Background: an optimization exercise with open tools, aiming at small area, a short achievable clock period and few clock cycles per item. Do not read the settings as production practice.
Only simulation tests tie the RTL to the original design; equivalence was not proved.
Power figures rest on the tool's default switching activity, not on a simulated workload.

Design flight_interval_timer_core, start of the top module:
module flight_interval_timer_core
#(
	parameter int HISTORY_DEPTH = fit_pkg::HISTORY_DEPTH_DEF,
	localparam int IW = $clog2(HISTORY_DEPTH),
	localparam int CW = $clog2(HISTORY_DEPTH + 1)
) (
	input  logic          clk,
	input  logic          arst_n,
	input  logic          in_valid,
	output logic          in_stall,
	input  logic [31:0]   raw_time_ms,
	input  logic          press_timer,
	input  logic          press_aux,
	input  logic [IW-1:0] read_index,
	output logic          out_valid,
	input  logic          out_stall,
	output logic [31:0]   corrected_time,
	output logic          running,
	output logic [CW-1:0] flight_total,
	output logic [CW-1:0] gap_total,
	output logic [CW-1:0] page_start,
	output logic [31:0]   round_begin,
	output logic [31:0]   recorded_ms,
	output logic [1:0]    recorded_kind,
	output logic          store_full,
	output logic [31:0]   read_flight_ms,
	input  logic          cfg_we,
	input  logic [1:0]    cfg_index,
	input  logic [31:0]   cfg_data
);
clock: 7.0 ns
lec_check: 0
cap_margin: 20
core_margin: 2
core_utilization: 50
cts_cluster_diameter: 100
cts_cluster_size: 25
setup_slack_margin: 3.8
slew_margin: 20
tns_end_percent: 5
standard.sh (not shown) runs the stock make flow with config.mk's settings and CLKGATE_MAP_FILE= SYNTH_SCRIPT=/design/flow/synth_recipe.tcl, a recipe that flattens the netlist after the stock synthesis.
==> flow/flow/run.sh <==
#!/bin/bash
# The standard flow (standard synthesis unchanged), with three layout changes:
# port buffers are buf_4 instead of the default pick (a slow delay cell),
# timing repair may resize cells across footprints, and clock tree synthesis
# adds no dummy loads. The make output goes to flow_make.log; each ORFS step
# keeps its own log under orfs/logs.
set -euo pipefail
bash standard.sh \
	MATCH_CELL_FOOTPRINT=0 \
	"BUFFER_PORTS_ARGS=-buffer_cell sky130_fd_sc_hd__buf_4" \
	"CTS_ARGS=-sink_clustering_enable -repair_clock_nets -sink_clustering_size 25 -sink_clustering_max_diameter 100 -dont_use_dummy_load" \
	finish > flow_make.log 2>&1
Testbench counts at the start, summed over its fixed seeds: cycles 12,024, items 12,000.
Next try:
- SETUP_SLACK_MARGIN: 3.8 -> 4.4
The new run ran to the end with no violations. Final area went up by 1.0%. Hold slack gets better by 0.0039 ns. Synthesized area is unchanged. Setup slack is worse by 0.026 ns. Total power increases by 0.62%. Via count went up by 0.61%. Count of clock-buffer cells in the layout does not change.

---

run 1:
flight_interval_timer_core, a different RTL version from the one above (not shown whole).
For scale: ~2700 flip-flops, roughly 230 I/O pins, roughly 0.095 mm2 of cells after synthesis.
==> flow/config.mk <==
export PLATFORM = sky130hd
export DESIGN_NAME = flight_interval_timer_core
export DESIGN_NICKNAME = flight_interval_timer_core
export VERILOG_FILES = /design/flow/design.v
export SDC_FILE = /design/flow/constraint.sdc
export NUM_CORES = 4
export LEC_CHECK = 0
export CAP_MARGIN = 20
export CORE_MARGIN = 2
export CORE_UTILIZATION = 57
export CTS_CLUSTER_DIAMETER = 100
export CTS_CLUSTER_SIZE = 25
export SETUP_SLACK_MARGIN = 4.2
export SLEW_MARGIN = 20
export TNS_END_PERCENT = 5
==> flow/constraint.sdc <==
create_clock -name core_clock -period 7.0 [get_ports {clk}]
set_input_delay 1.4000 -clock core_clock [delete_from_list [all_inputs] [get_ports {clk}]]
set_output_delay 1.4000 -clock core_clock [all_outputs]
set_load 0.01 [all_outputs]
Scripts as last shown in full above: flow/flow/run.sh
Looking at the reports, run 1 completed the entire flow and the layout it produced met the timing, design-rule and antenna checks.
Testbench counts of run 1, summed over its fixed seeds: cycles 12,024, items 12,000.
Input-level comparison between run 2 and run 1:
Settings: swapping 4.2 for 3.8 in SETUP_SLACK_MARGIN; swapping 57 for 50 in CORE_UTILIZATION.
### Flow results
Per the comparison of run 2 with run 1, final clock period utilization by the worst path decreased 0.71 points; weighted congestion at the end of routability-driven global placement shrank by 9.3%; post-route total power shows no meaningful change; worst path setup slack after routing went up 0.050 ns.
Setup changes, run 2 to run 3
Settings: SETUP_SLACK_MARGIN: 3.8 -> 3.3.
==> flow/run.sh (new file) <==
#!/bin/bash
# synth_recipe.tcl (not shown) runs the flow's synth.tcl, then flattens the netlist and writes it again
# the make line also repeats each setting of config.mk as NAME=value (left out here)
make -C /OpenROAD-flow-scripts/flow DESIGN_CONFIG=/design/flow/config.mk WORK_HOME=/design/flow/orfs CLKGATE_MAP_FILE= SYNTH_SCRIPT=/design/flow/synth_recipe.tcl finish
removed: flow/flow/run.sh
removed: flow/standard.sh
--- outcome ---
Relative to run 2, minimum clock period has increased by 0.55 ns in run 3. Of run 3 and run 2, the higher worst setup slack belongs to run 2. On sequential share of cell area: run 3 sits above run 2. Compared with run 2, run 3 shows a lower post-synthesis to final-layout area growth. Looking at global-route wire length before repair, run 3 sits about 2.7% lower than run 2 does. Run 3 against run 2: die outline area stayed essentially flat; detailed-router iteration count before antenna repair shrank by 1. Run 3: routed wire length is 15000 um lower than what run 2 reported.
Input changes introduced in run 4 (baseline for comparison: run 3):
Settings: a change of SETUP_SLACK_MARGIN from 3.3 to 3.8.
Notes after the runs:
No stage failed in run 4, and the final checks on the layout all came back clean. Run 4 vs run 3 — cell internal power dissipation climbed slightly. Looking at worst setup path endpoint, the u_pass.rdp1[29] result is from run 3; the u_pass.tc1 one comes from run 4. nor2_4 as the slowest library cell on the worst path was reported by run 3, and edfxtp_1 by run 4. Changes observed in run 4 relative to run 3: amount of wire on met3 after detailed routing up 6.7%; final number of max-transition violations flat; post-route non-filler standard cell count up 1.4%; number of filler cells placed in the layout down 398.

---

flight_interval_timer_core, a different RTL version from the one above (not shown whole).
Size in the first run: ~2,600 flip-flops, about 230 I/O pins, ~0.094 sq mm of cells after synthesis.
Settings: LEC_CHECK=0, CAP_MARGIN=20, CORE_MARGIN=2, CORE_UTILIZATION=65, CTS_CLUSTER_DIAMETER=100, CTS_CLUSTER_SIZE=25, SETUP_SLACK_MARGIN=4.0, SLEW_MARGIN=20, TNS_END_PERCENT=5; clock period 7.0 ns.
==> flow/flow/run.sh <==
#!/bin/bash
# The standard flow (standard synthesis unchanged), with three layout changes:
# port buffers are buf_4 instead of the default pick (a slow delay cell),
# timing repair may resize cells across footprints, and clock tree synthesis
# adds no dummy loads. The make output goes to flow_make.log; each ORFS step
# keeps its own log under orfs/logs.
set -euo pipefail
bash standard.sh \
	MATCH_CELL_FOOTPRINT=0 \
	"BUFFER_PORTS_ARGS=-buffer_cell sky130_fd_sc_hd__buf_4" \
	"CTS_ARGS=-sink_clustering_enable -repair_clock_nets -sink_clustering_size 25 -sink_clustering_max_diameter 100 -dont_use_dummy_load" \
	finish > flow_make.log 2>&1
The baseline finished with timing, DRC and antenna clean.
Testbench counts at the start, summed over its fixed seeds: cycles 12,024, items 12,000.
==> next run, changes <==
--- a/flow/config.mk
+++ b/flow/config.mk
@@ -8,5 +8,5 @@
 export CAP_MARGIN = 20
 export CORE_MARGIN = 2
-export CORE_UTILIZATION = 65
+export CORE_UTILIZATION = 50
 export CTS_CLUSTER_DIAMETER = 100
 export CTS_CLUSTER_SIZE = 25
The new run completed with no timing, DRC or antenna violations.
Sequential power is about the same.
Utilization came out lower by 17 points.
Routed wire length came out higher by 4.6%.
Cell count came out higher by 5.3%.
Non-clock buffer count came out lower by 31.
Clock power came out higher by about 2%.

-- re-timing with driven ports --
The flow's constraints put no driver on any port. The routed layouts listed below were extracted and timed again, unchanged, in two steps. Step 1, drivers: a clkbuf_16 drives clk and a buf_2 each remaining input, both assumed. Step 2 moves the port delays by t, midway between the first and last clock arrival at a register: inputs arrive t later, outputs are due t later. That takes back most of the time a late clock gives input paths. a / b / c = no drivers / after step 1 / after step 2; a / b = the first two.
run	t, ns	setup slack, ns	worst setup path after step 2	latest minus earliest clock arrival (ns)
the first run of note 1	0.870	3.466 / 3.466 / 3.028	input to register	0.148 / 0.148
the second run of note 1	0.875	3.440 / 3.440 / 3.240	input to register	0.130 / 0.131
run 1	0.877	3.599 / 3.599 / 3.341	input to register	0.101 / 0.101
run 2	0.876	3.649 / 3.649 / 2.990	input to register	0.161 / 0.160
run 3	0.910	3.099 / 3.099 / 2.461	input to register	0.043 / 0.044
run 4	0.916	3.528 / 3.489 / 3.332	input to register	0.078 / 0.079
the first run of note 3	0.859	3.388 / 3.388 / 3.145	input to register	0.125 / 0.125
the second run of note 3	0.893	3.364 / 3.364 / 3.121	input to register	0.091 / 0.091
After both steps setup and hold are still met in every run listed. The setup slack of run 2, which loses most, moves by 0.000 ns with the drivers and by -0.659 ns with both steps.
